This design comes from an exercise in tuning for small area, a short achievable clock period and few clock cycles on the open sky130 flow, not from production work. Only simulation tests tie the RTL to the original design; equivalence was not proved.

// minimal_standard_lcg_stream
module minimal_standard_lcg_stream #(
	parameter int unsigned MAX_DIM = mslcg_pkg::MAX_DIM_DEF
) (
	input  logic                              clk,
	input  logic                              arst_n,
	input  logic                              cfg_valid,
	output logic                              cfg_ready,
	input  logic [mslcg_pkg::CFG_IDX_W-1:0]   cfg_index,
	input  logic [mslcg_pkg::CFG_DATA_W-1:0]  cfg_data,
	input  logic                              req_valid,
	output logic                              req_ready,
	input  logic [mslcg_pkg::CMD_W-1:0]       req_cmd,
	input  logic [mslcg_pkg::PATHS_W-1:0]     req_skip_paths,
	output logic                              rsp_valid,
	input  logic                              rsp_ready,
	output logic [mslcg_pkg::STATE_W-1:0]     rsp_sample,
	output logic                              rsp_last
);
==> flow/config.mk <==
export PLATFORM = sky130hd
export DESIGN_NAME = minimal_standard_lcg_stream
export DESIGN_NICKNAME = minimal_standard_lcg_stream
export VERILOG_FILES = /design/flow/design.v
export SDC_FILE = /design/flow/constraint.sdc
export NUM_CORES = 4
export LEC_CHECK = 0
export CAP_MARGIN = 20
export CORE_MARGIN = 2
export CORE_UTILIZATION = 55
export SETUP_SLACK_MARGIN = 3.5
export SLEW_MARGIN = 20
==> flow/constraint.sdc <==
create_clock -name core_clock -period 8.0 [get_ports {clk}]
set_input_delay 1.6000 -clock core_clock [delete_from_list [all_inputs] [get_ports {clk}]]
set_output_delay 1.6000 -clock core_clock [all_outputs]
set_load 0.01 [all_outputs]
run.sh (not shown) runs the stock make flow with config.mk's settings and CLKGATE_MAP_FILE= SYNTH_SCRIPT=/design/flow/synth_recipe.tcl, a recipe that flattens the netlist after the stock synthesis.
The first run finished with timing, DRC and antenna clean.
Testbench counts at the start, summed over its fixed seeds: cycles 9,787.
Edit:
==> flow/flow/run.sh (new file) <==
#!/bin/bash
# The standard layout (standard.sh: the standard flow's synthesis and ORFS from floorplan to finish), with
# one change: the port buffers that global placement inserts are buf_1 cells instead of the
# cell buffer_ports picks by itself (clkdlybuf4s50_1, a delay cell of 10 um2).
set -e
export BUFFER_PORTS_ARGS="-buffer_cell sky130_fd_sc_hd__buf_1"
bash standard.sh > standard.log 2>&1
==> flow/standard.sh (new file) <==
#!/bin/bash
# synth_recipe.tcl (not shown) runs the flow's synth.tcl, then flattens the netlist and writes it again
# the make line also repeats each setting of config.mk as NAME=value (left out here)
make -C /OpenROAD-flow-scripts/flow DESIGN_CONFIG=/design/flow/config.mk WORK_HOME=/design/flow/orfs CLKGATE_MAP_FILE= SYNTH_SCRIPT=/design/flow/synth_recipe.tcl "${@:-finish}"
Settings changed: CTS_BUF_LIST set to sky130_fd_sc_hd__clkbuf_4 sky130_fd_sc_hd__clkbuf_8, SETUP_SLACK_MARGIN 3.5 to 2.75.
removed: flow/run.sh
Effect: The changed run completed with no timing, DRC or antenna violations. Cell count decreases by 4.5%. Worst hold slack improved by 0.014 ns. First-iteration DRC count increases by 2.5%. Synthesized cell count does not change.
Edit:
Settings changed: SETUP_SLACK_MARGIN 2.75 to 3.0.
Effect:
- cell area rose by 4.0%
- clock-buffer cell count does not change
- routed wire length rose by 1.8%
- via count rose by 0.87%
- maximum frequency rose by 4.0%
- worst setup slack improved by 0.20 ns
- cell count rose by 0.77%
- synthesized area does not change
- core utilization rose by 2.4 points
Edit:
Settings changed: CORE_UTILIZATION 55 to 45, CTS_CLUSTER_DIAMETER set to 100, CTS_CLUSTER_SIZE set to 30.
Setup slack gains 0.043 ns.
Cell area barely changes.
Die area climbs by about a fifth.
Edit:
Settings changed: CORE_UTILIZATION 45 to 55, CTS_CLUSTER_DIAMETER 100 to not set, CTS_CLUSTER_SIZE 30 to not set, SETUP_SLACK_MARGIN 3.0 to 3.25, TNS_END_PERCENT set to 10.
=>
- via count went up by 1.7%
- die area went down by 18%
- cell area went up by 4.3%
- register-to-register slack gains 0.08 ns
- non-clock buffer count went up by 22
- synthesized area is unchanged
- first-iteration DRC count went down by 21%
- routed wire length went down by 2.1%
- setup slack gains 0.078 ns
- fmax went up by 1.6%
Edit:
Settings changed: CORE_UTILIZATION 55 to 45, GPL_ROUTABILITY_DRIVEN set to 0, SETUP_SLACK_MARGIN 3.25 to 3.0, TNS_END_PERCENT 10 to not set.
Cell count is higher by 1.7%.
Synthesized area does not change.
Via count is lower by 3.4%.

========
minimal_standard_lcg_stream, a different RTL version from the one above (not shown whole).
For scale: ~1,600 cells after synthesis, roughly 150 flip-flops, ~0.014 mm² of cells after synthesis.
==> flow/design.v (excerpt) <==
module minimal_standard_lcg_stream #(
	parameter int unsigned MAX_DIM = mslcg_pkg::MAX_DIM_DEF
) (
	input  logic                              clk,
	input  logic                              arst_n,
	input  logic                              cfg_valid,
	output logic                              cfg_ready,
	input  logic [mslcg_pkg::CFG_IDX_W-1:0]   cfg_index,
	input  logic [mslcg_pkg::CFG_DATA_W-1:0]  cfg_data,
	input  logic                              req_valid,
	output logic                              req_ready,
	input  logic [mslcg_pkg::CMD_W-1:0]       req_cmd,
	input  logic [mslcg_pkg::PATHS_W-1:0]     req_skip_paths,
	output logic                              rsp_valid,
	input  logic                              rsp_ready,
	output logic [mslcg_pkg::STATE_W-1:0]     rsp_sample,
	output logic                              rsp_last
);
Settings: LEC_CHECK=0, CAP_MARGIN=20, CORE_MARGIN=2, CORE_UTILIZATION=40, SETUP_SLACK_MARGIN=3.0, SLEW_MARGIN=20; clock period 8.0 ns.
Stock flow here: none of the scripts above is used.
The starting point went through all stages and came out clean.
Testbench counts at the start, summed over its fixed seeds: cycles 10,098.
Change:
- CORE_UTILIZATION: 40 -> 65
- SETUP_SLACK_MARGIN: 3.0 -> 2.0
Fmax fell by 5.6%.
Utilization climbs by 21 points.
Non-clock buffer count falls by 95.

========
RTL: one of the versions met above, not the one the previous note started from.
Size: ~1700 cells after synthesis, ~150 flip-flops, ~97 I/O pins, about 15000 um2 of cells after synthesis.
Settings: LEC_CHECK=0, CAP_MARGIN=20, CORE_MARGIN=2, CORE_UTILIZATION=55, SETUP_SLACK_MARGIN=3.0, SLEW_MARGIN=20; clock period 8.0 ns.
standard.sh (not shown) runs the stock make flow with config.mk's settings and CLKGATE_MAP_FILE= SYNTH_SCRIPT=/design/flow/synth_recipe.tcl, a recipe that flattens the netlist after the stock synthesis.
==> flow/flow/run.sh <==
#!/bin/bash
# The standard layout (standard.sh: the standard flow's synthesis and ORFS from floorplan to finish), with
# one change: the port buffers that global placement inserts are buf_1 cells instead of the
# cell buffer_ports picks by itself (clkdlybuf4s50_1, a delay cell of 10 um2).
set -e
export BUFFER_PORTS_ARGS="-buffer_cell sky130_fd_sc_hd__buf_1"
bash standard.sh > standard.log 2>&1
Testbench counts at the start, summed over its fixed seeds: cycles 9,787.
Edit:
CORE_UTILIZATION = 45   (was 55)
CTS_BUF_LIST = sky130_fd_sc_hd__clkbuf_4 sky130_fd_sc_hd__clkbuf_8   (was default)
PLACE_DENSITY = 0.75   (was default)
The changed run ran to the end with no violations; final cell count rose by about 3%; cell area stays flat; clock-buffer cell count rose by 3; critical path depth fell by 2; worst setup slack gets worse by 0.0042 ns; global-route usage fell by 6.3 points; wire length rose by 1.4%.
Edit:
==> flow/run.sh (new file) <==
#!/bin/bash
# synth_recipe.tcl (not shown) runs the flow's synth.tcl, then flattens the netlist and writes it again
# the make line also repeats each setting of config.mk as NAME=value (left out here)
make -C /OpenROAD-flow-scripts/flow DESIGN_CONFIG=/design/flow/config.mk WORK_HOME=/design/flow/orfs CLKGATE_MAP_FILE= SYNTH_SCRIPT=/design/flow/synth_recipe.tcl finish
CORE_UTILIZATION = 55   (was 45)
CTS_BUF_LIST = default   (was sky130_fd_sc_hd__clkbuf_4 sky130_fd_sc_hd__clkbuf_8)
PLACE_DENSITY = default   (was 0.75)
SETUP_SLACK_MARGIN = 2.5   (was 3.0)
removed: flow/flow/run.sh
removed: flow/standard.sh
After rerunning: Design area falls by 2.1%. Non-clock buffer count went down by 13. Via count is lower by 2.5%. Utilization grows by 10 points. Synthesized area does not change.

========
## run 1
Starting RTL as in the previous note.
export LEC_CHECK = 0
export CAP_MARGIN = 20
export CORE_MARGIN = 2
export CORE_UTILIZATION = 55
export SETUP_SLACK_MARGIN = 3.25
export SLEW_MARGIN = 20
create_clock -name core_clock -period 8.0 [get_ports {clk}]
==> flow/flow/run.sh <==
#!/bin/bash
# The standard layout (standard.sh: the standard flow's synthesis and ORFS from floorplan to finish), with
# one change: the port buffers that global placement inserts are buf_1 cells instead of the
# cell buffer_ports picks by itself (clkdlybuf4s50_1, a delay cell of 10 um2).
set -e
export BUFFER_PORTS_ARGS="-buffer_cell sky130_fd_sc_hd__buf_1"
bash standard.sh > standard.log 2>&1
Testbench counts of run 1, summed over its fixed seeds: cycles 9,787.
Modified inputs, run 2 compared to run 1
- CORE_UTILIZATION now 45, was 55
- SETUP_SLACK_MARGIN now 3.0, was 3.25
- PLACE_DENSITY now 0.45, previously not set
- CTS_BUF_LIST now sky130_fd_sc_hd__clkbuf_4 sky130_fd_sc_hd__clkbuf_8, previously not set
## What came out
Length of routed wiring on met1, run 2 and run 1, lower one = run 1. Summary: with run 1 as the reference, non-clock buffer count in run 2 moved down by more than 10%. Run 1 → run 2: die area went up 22%; core outline area has increased; biggest fanout along the worst timing path down 11. [compare] base=run 1 new=run 2: final setup slack of the worst path saw a decrease, routed length on met2 shows an increase of 160 um, peak clock frequency supported by timing shrank by 9.6 MHz. A highest-utilization routing layer at the global route stage of met2 is what run 1 shows, while met1 belongs to run 2.
Here is what was changed in the inputs of run 3 compared with run 2.
- CTS_BUF_LIST no longer set, was sky130_fd_sc_hd__clkbuf_4 sky130_fd_sc_hd__clkbuf_8
- PLACE_DENSITY no longer set, was 0.45
- CORE_UTILIZATION now 55, was 45
==> flow/run.sh (new file) <==
#!/bin/bash
# synth_recipe.tcl (not shown) runs the flow's synth.tcl, then flattens the netlist and writes it again
# the make line also repeats each setting of config.mk as NAME=value (left out here)
make -C /OpenROAD-flow-scripts/flow DESIGN_CONFIG=/design/flow/config.mk WORK_HOME=/design/flow/orfs CLKGATE_MAP_FILE= SYNTH_SCRIPT=/design/flow/synth_recipe.tcl finish
removed: flow/flow/run.sh
removed: flow/standard.sh
### Flow results
Run 3 ended up with a higher synthesis-to-layout area growth than run 2 did. The number of vias after detailed routing in run 3 sits about 2.7% above the value recorded for run 2. Relative to run 2, the clock-buffer cell count of run 3 is lower by 1. Comparing run 2 and run 3, the lower critical path depth was measured on run 2. Run 3 vs. run 2: maximum clock rate went down, via count of the first global-routing pass went up.

========
## try-umber
Starting RTL as in the previous note.
## minimal_standard_lcg_stream
module minimal_standard_lcg_stream #(
	parameter int unsigned MAX_DIM = mslcg_pkg::MAX_DIM_DEF
) (
	input  logic                              clk,
	input  logic                              arst_n,
	input  logic                              cfg_valid,
	output logic                              cfg_ready,
	input  logic [mslcg_pkg::CFG_IDX_W-1:0]   cfg_index,
	input  logic [mslcg_pkg::CFG_DATA_W-1:0]  cfg_data,
	input  logic                              req_valid,
	output logic                              req_ready,
	input  logic [mslcg_pkg::CMD_W-1:0]       req_cmd,
	input  logic [mslcg_pkg::PATHS_W-1:0]     req_skip_paths,
	output logic                              rsp_valid,
	input  logic                              rsp_ready,
	output logic [mslcg_pkg::STATE_W-1:0]     rsp_sample,
	output logic                              rsp_last
);
export LEC_CHECK = 0
export CAP_MARGIN = 20
export CORE_MARGIN = 2
export CORE_UTILIZATION = 50
export CTS_BUF_LIST = sky130_fd_sc_hd__clkbuf_4 sky130_fd_sc_hd__clkbuf_8
export GPL_ROUTABILITY_DRIVEN = 0
export SETUP_SLACK_MARGIN = 3.0
export SLEW_MARGIN = 20
create_clock -name core_clock -period 8.0 [get_ports {clk}]
==> flow/flow/run.sh <==
#!/bin/bash
# The standard layout (standard.sh: the standard flow's synthesis and ORFS from floorplan to finish), with
# one change: the port buffers that global placement inserts are buf_1 cells instead of the
# cell buffer_ports picks by itself (clkdlybuf4s50_1, a delay cell of 10 um2).
set -e
export BUFFER_PORTS_ARGS="-buffer_cell sky130_fd_sc_hd__buf_1"
bash standard.sh > standard.log 2>&1
try-umber | stages: all done | timing, DRC, antenna: all pass
Testbench counts of try-umber, summed over its fixed seeds: cycles 9,787.
Inputs modified between try-umber and try-quartz:
- CORE_UTILIZATION: 50 -> 45
- GPL_ROUTABILITY_DRIVEN: 0 -> unset
### Flow results
From try-umber to try-quartz the numbers moved as follows: routed length per instance now sits higher, layout overhead on the synthesized area now sits higher, clock skew now sits at about the same level, die area now sits higher. The higher minimum period implied by the final worst setup slack of try-quartz and try-umber is in try-umber. The area of placed instances was comparable across try-quartz and try-umber. try-umber reports its worst setup path startpoint as acc_en_q while try-quartz reports x_q[15].
Input-level comparison between try-cedar and try-quartz:
- a change of SETUP_SLACK_MARGIN from 3.0 to 2.75
The worst setup skew after layout of try-cedar is higher than that of try-quartz. try-cedar has routing usage on met1 below what try-quartz had. try-cedar — wire length 1.4% lower, try-quartz as reference. Vias: try-cedar below try-quartz. Looking at capturing instance or port of the critical path, the x_q[24] result is from try-quartz; the x_q[5] one comes from try-cedar. Number of nets in the layout sits lower in try-cedar than in try-quartz.

port drivers added, routing unchanged:
The results above use ideal ports. As a check the final layouts listed here were re-extracted and re-timed, cells and wires unchanged. Step 1 sets driving cells, clkbuf_16 on the clock port and buf_2 on the other inputs (assumed; they add their load-dependent delay and slew). Step 2, shift: input delay + t, output delay - t, t = (earliest + latest rising clock arrival at the registers) / 2. This alone moves slack from input paths to output paths. a / b / c = ideal / step 1 / step 2; a / b = the first two.
run	t, ns	slack for setup (ns)	latest minus earliest clock arrival (ns)	worst slew at a driven data input, ns
the first run of note 1	0.472	3.244 / 3.244 / 3.199	0.017 / 0.016	0.04
the second run of note 1	0.502	2.763 / 2.763 / 2.763	0.019 / 0.018	0.05
the third run of note 1	0.502	2.967 / 2.967 / 2.842	0.017 / 0.018	0.04
the fourth run of note 1	0.511	3.009 / 3.009 / 2.825	0.020 / 0.020	0.03
the fifth run of note 1	0.501	3.087 / 3.087 / 3.087	0.018 / 0.018	0.05
the sixth run of note 1	0.510	2.993 / 2.993 / 2.921	0.027 / 0.027	0.05
the first run of note 2	0.483	2.485 / 2.485 / 2.485	0.011 / 0.011	0.04
the second run of note 2	0.480	2.160 / 2.160 / 2.160	0.010 / 0.011	0.04
the first run of note 3	0.477	2.968 / 2.968 / 2.922	0.014 / 0.014	0.04
the second run of note 3	0.495	2.964 / 2.964 / 2.790	0.018 / 0.018	0.07
the third run of note 3	0.479	2.516 / 2.516 / 2.504	0.023 / 0.022	0.05
run 1	0.473	3.243 / 3.243 / 3.152	0.010 / 0.010	0.05
run 2	0.523	3.015 / 3.015 / 2.819	0.029 / 0.028	0.05
run 3	0.480	2.996 / 2.996 / 2.907	0.025 / 0.024	0.05
try-umber	0.513	2.964 / 2.964 / 2.839	0.014 / 0.014	0.04
try-quartz	0.511	3.009 / 3.009 / 2.825	0.020 / 0.020	0.03
try-cedar	0.510	2.732 / 2.732 / 2.732	0.023 / 0.023	0.03
After both steps every run listed still meets setup and hold. The setup slack of run 2, which loses most, moves by 0.000 ns with the drivers and by -0.196 ns with both steps.
